Context: an optimization exercise on an open-source flow, tuned for small area, a short achievable clock period and few clock cycles. The choices shown serve that exercise and are no tape-out recipe.
Only simulation tests tie the RTL to the original design; equivalence was not proved.

`flow/run.sh`:
```
#!/bin/bash
# synth_recipe.tcl (not shown) runs the flow's synth.tcl, then flattens the netlist and writes it again
# the make line also repeats each setting of config.mk as NAME=value (left out here)
make -C /OpenROAD-flow-scripts/flow DESIGN_CONFIG=/design/flow/config.mk WORK_HOME=/design/flow/orfs CLKGATE_MAP_FILE= SYNTH_SCRIPT=/design/flow/synth_recipe.tcl finish
```
`flow/config.mk`:
```
export PLATFORM = sky130hd
export DESIGN_NAME = muldiv_unit_p
export DESIGN_NICKNAME = muldiv_unit_p
export VERILOG_FILES = /design/flow/design.v
export SDC_FILE = /design/flow/constraint.sdc
export NUM_CORES = 4
export LEC_CHECK = 0
export CAP_MARGIN = 20
export CORE_MARGIN = 2
export CORE_UTILIZATION = 40
export SLEW_MARGIN = 20
```
`flow/constraint.sdc`:
```
create_clock -name core_clock -period 13.0 [get_ports {clk}]
set_input_delay 2.6000 -clock core_clock [delete_from_list [all_inputs] [get_ports {clk}]]
set_output_delay 2.6000 -clock core_clock [all_outputs]
set_load 0.01 [all_outputs]
```
`flow/design.v`:
```
module muldiv_unit_p #(
    parameter int WIDTH = 32,
    parameter int K     = 2
) (
    input  logic             clk,
    input  logic             reset,
    input  logic             start,
    input  logic [2:0]       op,
    input  logic [WIDTH-1:0] src_a,
    input  logic [WIDTH-1:0] src_b,
    input  logic             cancel,
    input  logic             wr_en,
    input  logic             wr_hi,
    input  logic [WIDTH-1:0] wr_data,
    output logic             busy,
    output logic             done,
    output logic [WIDTH-1:0] hi,
    output logic [WIDTH-1:0] lo
);
    localparam int DW = 32 + K - 1;    
    typedef enum logic [2:0] {M0, M1, DSET, DSTEP, DFIX} mode_t;
    mode_t        mode;
    logic         short_q;             
    logic [2:0]   op_q;
    logic [32:0]  xe_q, ye_q;          
    logic         ym1_q;               
    logic [31:0]  r_q, q_q;            
    logic [DW-1:0] d_q;                
    logic [5:0]   cnt_q;               
    logic         qneg_q, rneg_q;
    logic in_sgn, in_div, fit_a, fit_b, swap;
    always_comb begin
        in_sgn = !op[0];
        in_div = (op[2:1] == 2'b01);
        fit_a  = (src_a[31:17] == 15'h0) || (in_sgn && (src_a[31:17] == 15'h7fff));
        fit_b  = (src_b[31:17] == 15'h0) || (in_sgn && (src_b[31:17] == 15'h7fff));
        swap   = !in_div && !fit_b && fit_a;
    end
    logic accept;
    assign accept = !busy && start && !cancel;
    logic        sub;
    logic [34:0] yb;                   
    logic [63:0] pprow [0:8];
    logic [63:0] crow, addend, tsum;
    logic        fixq, fixr;
    localparam logic [63:0] CONST = -(64'h0
        + (64'h1 << 33) + (64'h1 << 35) + (64'h1 << 37) + (64'h1 << 39) + (64'h1 << 41)
        + (64'h1 << 43) + (64'h1 << 45) + (64'h1 << 47) + (64'h1 << 49));
    always_comb begin
        sub = op_q[2] & op_q[1];
        yb  = {ye_q[32], ye_q, ym1_q};
        crow = CONST;
        for (int j = 0; j < 9; j++) begin
            logic h, m, l, one, two, neg;
            logic [33:0] mm, p;
            h   = yb[2*j+2];
            m   = yb[2*j+1];
            l   = yb[2*j];
            one = m ^ l;
            two = (h & !m & !l) | (!h & m & l);
            neg = h ^ sub;
            mm  = one ? {xe_q[32], xe_q} : (two ? {xe_q, 1'b0} : 34'h0);
            p   = mm ^ {34{neg}};
            pprow[j] = 64'({~p[33], p[32:0]}) << (2*j);
            crow[2*j] = neg;
        end
        fixq = (mode == DFIX) && qneg_q && (q_q != 32'h0);
        fixr = (mode == DFIX) && rneg_q;
        crow[0]  = crow[0] | fixq;
        crow[32] = fixr;
        case (mode)
            M0:      addend = op_q[2] ? {hi, lo} : 64'h0;
            M1:      addend = {18'h0, r_q, q_q[31:18]};
            default: addend = {(fixr ? ~r_q : r_q), (fixq ? ~q_q : q_q)};
        endcase
        tsum = addend + crow + pprow[0] + pprow[1] + pprow[2] + pprow[3] + pprow[4]
             + pprow[5] + pprow[6] + pprow[7] + pprow[8];
    end
    function automatic logic [5:0] lzc32(input logic [31:0] v);
        lzc32 = 6'd32;
        for (int i = 0; i < 32; i++) if (v[i]) lzc32 = 6'(31 - i);
    endfunction
    logic        sa, sb;
    logic [31:0] amag, bmag;
    logic [5:0]  za, zb;
    logic [4:0]  sh, shp;
    logic [5:0]  ncyc;
    logic        bzero, qzero;
    always_comb begin
        sa    = xe_q[32];
        sb    = ye_q[32];
        amag  = sa ? (~xe_q[31:0] + 32'h1) : xe_q[31:0];
        bmag  = sb ? (~ye_q[31:0] + 32'h1) : ye_q[31:0];
        za    = lzc32(amag);
        zb    = lzc32(bmag);
        bzero = (ye_q[31:0] == 32'h0);
        qzero = (za > zb);
        sh    = 5'(zb - za);
        ncyc  = 6'(sh / K) + 6'd1;
        shp   = 5'(ncyc * K - 1);      
    end
    logic [31:0]   r_n, q_n;
    always_comb begin
        r_n = r_q;
        q_n = q_q;
        for (int j = 0; j < K; j++) begin
            logic [DW-1:0] dj;
            logic [DW:0]   df;
            dj = d_q >> j;
            df = {1'b0, (DW)'(r_n)} - {1'b0, dj};
            if (!df[DW]) r_n = df[31:0];
            q_n = {q_n[30:0], !df[DW]};
        end
    end
    logic mul_last, div_last;
    assign mul_last = (mode == M1) || ((mode == M0) && short_q);
    always_ff @(posedge clk or posedge reset) begin
        if (reset) begin
            busy <= 1'b0;
            done <= 1'b0;
            hi   <= '0;
            lo   <= '0;
            mode <= M0;
        end else begin
            done <= 1'b0;
            if (!busy) begin
                if (accept) begin
                    busy <= 1'b1;
                    mode <= in_div ? DSET : M0;
                end else if (wr_en) begin
                    if (wr_hi) hi <= wr_data;
                    else       lo <= wr_data;
                end
            end else if (cancel) begin
                busy <= 1'b0;
            end else begin
                case (mode)
                    M0: begin
                        if (short_q) begin
                            hi   <= tsum[63:32];
                            lo   <= tsum[31:0];
                            busy <= 1'b0;
                            done <= 1'b1;
                        end else begin
                            mode <= M1;
                        end
                    end
                    M1, DFIX: begin
                        if (mode == M1) {hi, lo} <= {tsum[45:0], q_q[17:0]};
                        else            {hi, lo} <= tsum;
                        busy <= 1'b0;
                        done <= 1'b1;
                    end
                    DSET: begin
                        if (bzero || qzero) begin
                            hi   <= xe_q[31:0];
                            lo   <= bzero ? 32'hFFFF_FFFF : 32'h0;
                            busy <= 1'b0;
                            done <= 1'b1;
                        end else begin
                            mode <= DSTEP;
                        end
                    end
                    DSTEP: begin
                        if (cnt_q == 6'd1) begin
                            if (qneg_q || rneg_q) begin
                                mode <= DFIX;
                            end else begin
                                hi   <= r_n;
                                lo   <= q_n;
                                busy <= 1'b0;
                                done <= 1'b1;
                            end
                        end
                    end
                    default: begin
                        busy <= 1'b0;
                    end
                endcase
            end
        end
    end
    always_ff @(posedge clk) begin
        if (!busy) begin
            op_q    <= op;
            xe_q    <= swap ? {in_sgn & src_b[31], src_b} : {in_sgn & src_a[31], src_a};
            ye_q    <= swap ? {in_sgn & src_a[31], src_a} : {in_sgn & src_b[31], src_b};
            ym1_q   <= 1'b0;
            short_q <= fit_a || fit_b;
        end else begin
            case (mode)
                M0: begin
                    {r_q, q_q} <= tsum;
                    ye_q  <= {{18{ye_q[32]}}, ye_q[32:18]};
                    ym1_q <= ye_q[17];
                end
                DSET: begin
                    r_q    <= amag;
                    q_q    <= 32'h0;
                    d_q    <= DW'(bmag) << shp;
                    cnt_q  <= ncyc;
                    qneg_q <= sa ^ sb;
                    rneg_q <= sa;
                    ye_q   <= '0;
                    ym1_q  <= 1'b0;
                end
                DSTEP: begin
                    r_q   <= r_n;
                    q_q   <= q_n;
                    d_q   <= d_q >> K;
                    cnt_q <= cnt_q - 6'd1;
                end
                default: ;
            endcase
        end
    end
endmodule
```
==> run summary <==
-- layout make-up --
| type | instances | area (um^2) | area share (%) |
|---|---|---|---|
| clock buffers | 38 | 873.3 | 1.967 |
| inverters | 353 | 1326 | 2.987 |
| diodes | 1 | 2.502 | 0.005636 |
| multi-input cells | 3846 | 30950 | 69.72 |
| well taps | 1298 | 1624 | 3.658 |
| clock inverters | 18 | 152.6 | 0.3438 |
| repair buffers | 271 | 2494 | 5.616 |
| flip-flops and latches | 244 | 6973 | 15.70 |
-- worst register-to-register path, cell delays in order, from the launching register on --
cell       delay (ns)
dfrtp_1          0.61
nor2_1           0.70
and3_2           0.79
buf_4            0.55
a222oi_1         0.42
fa_1             0.62
inv_1            0.07
fa_1             0.52
fa_1             0.52
fa_1             0.54
fa_1             0.52
ha_1             0.46
nand2_1          0.09
nor2_1           0.20
nand2_1          0.10
o41ai_1          0.65
a31oi_1          0.54
xor2_1           0.73
o21ai_0          0.21
a2111oi_0        0.37
o22ai_1          0.15
-- placed cells by master, fill, tap and decap left out, types with 31 or more instances in the layout --
master / netlist / routed
nor2_1: 473 / 467
xnor2_1: 457 / 451
nand2_1: 448 / 445
inv_1: 343 / 341
mux2i_1: 299 / 299
ha_1: 294 / 286
fa_1: 270 / 270
a21oi_1: 252 / 252
o21ai_0: 245 / 244
edfxtp_1: 174 / 174
clkdlybuf4s50_1: 0 / 170
xor2_1: 110 / 108
buf_4: 0 / 96
nor3_1: 79 / 69
a22oi_1: 68 / 68
dfrtp_1: 69 / 68
a21o_1: 63 / 63
o31ai_1: 53 / 53
a31oi_1: 50 / 49
nand3_1: 47 / 47
nand4_1: 42 / 42
o211ai_1: 41 / 41
a221oi_1: 39 / 39
a221o_1: 34 / 34
clkbuf_16: 0 / 32
a211oi_1: 32 / 31
-- logic make-up after synthesis --
family                   after synthesis  share of synthesized area (%)
AO/OA/AOI/OAI                       1104                          18.30
XOR/XNOR                             567                          12.33
adder cells (fa/ha/maj)              564                          22.56
buffers and inverters                696                          6.509
flip-flops                           244                          17.31
multiplexers                         343                          9.165
AND/OR/NAND/NOR                     1268                          13.83
-- state kept, by name, indices dropped and copies added, names as in the netlist, 2 cells and up --
name	flops
r_q	32
d_q	33
op_q	2
hi	32
cnt_q	6
ye_q	33
q_q	32
xe_q	33
lo	32
mode	3
-- how the worst max path moves through the flow --
stage / from / end / slack (ns) / depth (start not counted)
after CTS: mode[1] / hi[30] / 3.82 / 21
final: mode[0] / hi[30] / 3.51 / 20
after detailed placement: mode[1] / hi[30] / 3.86 / 21
after floorplan: op_q[2] / r_q[28] / 5.77 / 21
after global routing: mode[1] / hi[30] / 3.29 / 21
after global placement: mode[1] / hi[30] / 3.95 / 24
-- metal layers --
layer	up-vias	wire, um	global-route usage (%)	part of all wire, %
met5	-	52	0	0.030
met4	8	8215	12.55	4.8
met3	404	21130	8.802	12
met2	2379	71950	48.46	42
met1	18773	71520	45.64	41
li1	16756	-	-	-
-- stage by stage --
| stage | instance area [um^2] | std cells | hold slack (ns) |
|---|---|---|---|
| floorplan | 40270 | 4786 | 0.4244 |
| global placement | 43290 | 6008 | 0.5237 |
| detailed placement | 43300 | 6008 | 0.5317 |
| CTS | 44330 | 6064 | 0.5452 |
| global route | 44400 | 6068 | 0.5838 |
| finish | 44400 | 6069 | 0.5438 |
==> flow_summary.rst <==
.. list-table::
   :header-rows: 1

   * - Metric
     - Value
   * - FF-to-FF path depth
     - 20
   * - Die outline area
     - 103200 um^2
   * - Vert. Die Dim
     - 321.3 um
   * - Total count of hold-check failures in the final report
     - 0
   * - Effective utilization at floorplan
     - 40.27%
   * - Arrival time of data at the critical path endpoint
     - 9.95 ns
   * - Max stage delay cell, worst path
     - and3_2
   * - WHS Path Cells
     - 1
   * - Htree depth
     - 1
   * - Clock latency reported for the late side of the worst-skew pair
     - 0.61 ns
   * - Setup crit end kind
     - register
   * - Initial antenna violation count
     - 5
   * - Share of the clock period used by the worst path after layout
     - 73.01%
   * - Synthesized netlist net count
     - 5455
   * - Global placer's final weighted congestion
     - 1.056
   * - Number of cells upsized or downsized after cts
     - 0
   * - First-pass DRT Iterations
     - 10
   * - Max_slew headroom
     - 16.15%
   * - Number of clock sinks seen by CTS
     - 244
   * - TritonCTS Buffers
     - 30
   * - Peak clock frequency supported by timing
     - 105.4 MHz
   * - Max Cap Violations
     - 0
   * - Global routing usage summed across all routing layers
     - 32.85%
   * - Destination of the worst register-to-register timing path
     - hi[30]
   * - Register-to-register path setup slack
     - 3.51 ns
   * - Number of flops mapped to enable cells by yosys
     - 174
   * - Total number of nets in the final design
     - 5415
   * - Cell type with the highest occurrence count on the critical path
     - fa_1
   * - Commonest cells post-synth
     - nor2_1, xnor2_1, nand2_1
   * - Portion of synthesized cell area occupied by the leading cell type
     - 13.42%
   * - Result of the run
     - no timing/DRC/antenna violations
   * - Biggest area contributors in the synthesized netlist
     - fa_1, edfxtp_1, xnor2_1
   * - Final Slew Violations
     - 0
   * - Post-Syn Area
     - 40270 um^2
   * - Pin slew with the least headroom to its limit
     - 1.258 ns
   * - Gate family responsible for the most delay along the worst path
     - adder cells
   * - Setup violation total in the final timing report
     - 0
   * - Global-route wire length before repair
     - 253600 um
   * - Critical Path Max Stage Delay
     - 0.79 ns
   * - Iter 0 DRT Violations
     - 5568
   * - Per-cell via count in the routed design
     - 6.314
   * - Final worst slack
     - 3.509 ns
   * - P&R area growth vs syn
     - 10.25%
   * - Critical path startpoint category
     - register
   * - Setup slack after placement
     - 3.856 ns
   * - Buffer cell driving the clock tree root
     - clkbuf_16
   * - Synthesis-stage register bit count
     - 244
   * - Clock Skew
     - 0.03463 ns
   * - Final TNS setup
     - 0 ns
   * - Most common cell in the netlist
     - nor2_1
   * - Avg Synthesized Cell Area
     - 8.414 um^2
   * - Mean routed wirelength per cell
     - 28.48 um
   * - CTS tree
     - done
   * - Synthesis warning total
     - 2
   * - Core footprint
     - 100000 um^2
   * - Post-layout utilization of the core
     - 44.40%
   * - Number of fill cells in the layout
     - 9871
   * - Number of global-route vias before repair
     - 36523
   * - Hold bufs inserted after CTS
     - 0
   * - Number of DRC violations after detailed routing
     - 0
   * - CP Cell Sequence
     - nor2_1 -> and3_2 -> buf_4 -> a222oi_1 -> fa_1 -> inv_1 -> fa_1 -> fa_1 -> fa_1 -> fa_1 -> ha_1 -> nand2_1 -> nor2_1 -> nand2_1 -> o41ai_1 -> a31oi_1 -> xor2_1 -> o21ai_0 -> a2111oi_0 -> o22ai_1
   * - Critical R2R Launch
     - mode[0]
   * - CTS clk-pin slew, worst paths
     - 0.07 ns
   * - Global-route congestion overflow total
     - 0
   * - Setup Buffers After CTS
     - 0
   * - Number of buffers inserted by port buffering
     - 170
   * - Sequential share of the synthesized area
     - 17.31%
   * - Max clock buf depth
     - 3
   * - Terminating pin of the worst hold path
     - mode[1]
   * - Residual antenna-violating net count after detailed routing
     - 0
   * - Wire length reported by the detailed router
     - 172900 um
   * - Num ports
     - 171
   * - RSZ-0062 raised after global routing
     - false
   * - Synthesized netlist cell count
     - 4786
   * - Yosys cell types
     - 82
   * - Min-delay worst type
     - reg -> reg
   * - Horiz. Die Dim
     - 321.3 um
   * - Total number of placement rows
     - 116
   * - Bufs and invs on worst path
     - 2
   * - Cell type with the highest aggregate area in the netlist
     - fa_1
   * - Total number of vias
     - 38320
   * - Shortest period the worst path allows
     - 9.491 ns
   * - HPWL after detailed placement
     - 131900 um
   * - Fraction of final layout cells with drive strength greater than 1
     - 5.891%
   * - Pin count of the biggest net entering global routing
     - 70
   * - Classification of the worst setup path
     - reg -> reg
   * - Post-synth top flop
     - edfxtp_1
   * - CP max FO
     - 38
   * - Start point of the worst hold path
     - mode[1]
   * - Share of flip-flops with an asynchronous set or reset
     - 28.28%
   * - CP Data Required Time
     - 13.46 ns
Testbench counts, summed over its fixed seeds: cycles 16,562.

## separate check: timing with driven ports
In the flow no input, the clock included, has a driving cell. The finished layout below was timed again as built, in two steps.
Step 1 (the two cells are an assumption about what drives the block):
set clk [get_ports {clk}]
set_driving_cell -lib_cell sky130_fd_sc_hd__clkbuf_16 $clk
set_driving_cell -lib_cell sky130_fd_sc_hd__buf_2 [delete_from_list [all_inputs] $clk]
Step 2 moves the port delays by t, midway between the first and last clock arrival at a register: inputs arrive t later, outputs are due t later. That takes back most of the time a late clock gives input paths.
Three values: ideal ports, drivers, drivers and shift; two values: the first two.
t (ns): 0.669
setup slack, ns: 3.509 / 3.509 / 3.509
worst hold slack (ns): 0.544 / 0.544 / 0.544
worst setup path after step 2: register to register
worst register clock-pin slew, ns: 0.07 / 0.07
After both steps setup and hold are still met in this run. For this run, drivers alone change the setup slack by 0.000 ns; drivers and shift together by 0.000 ns.
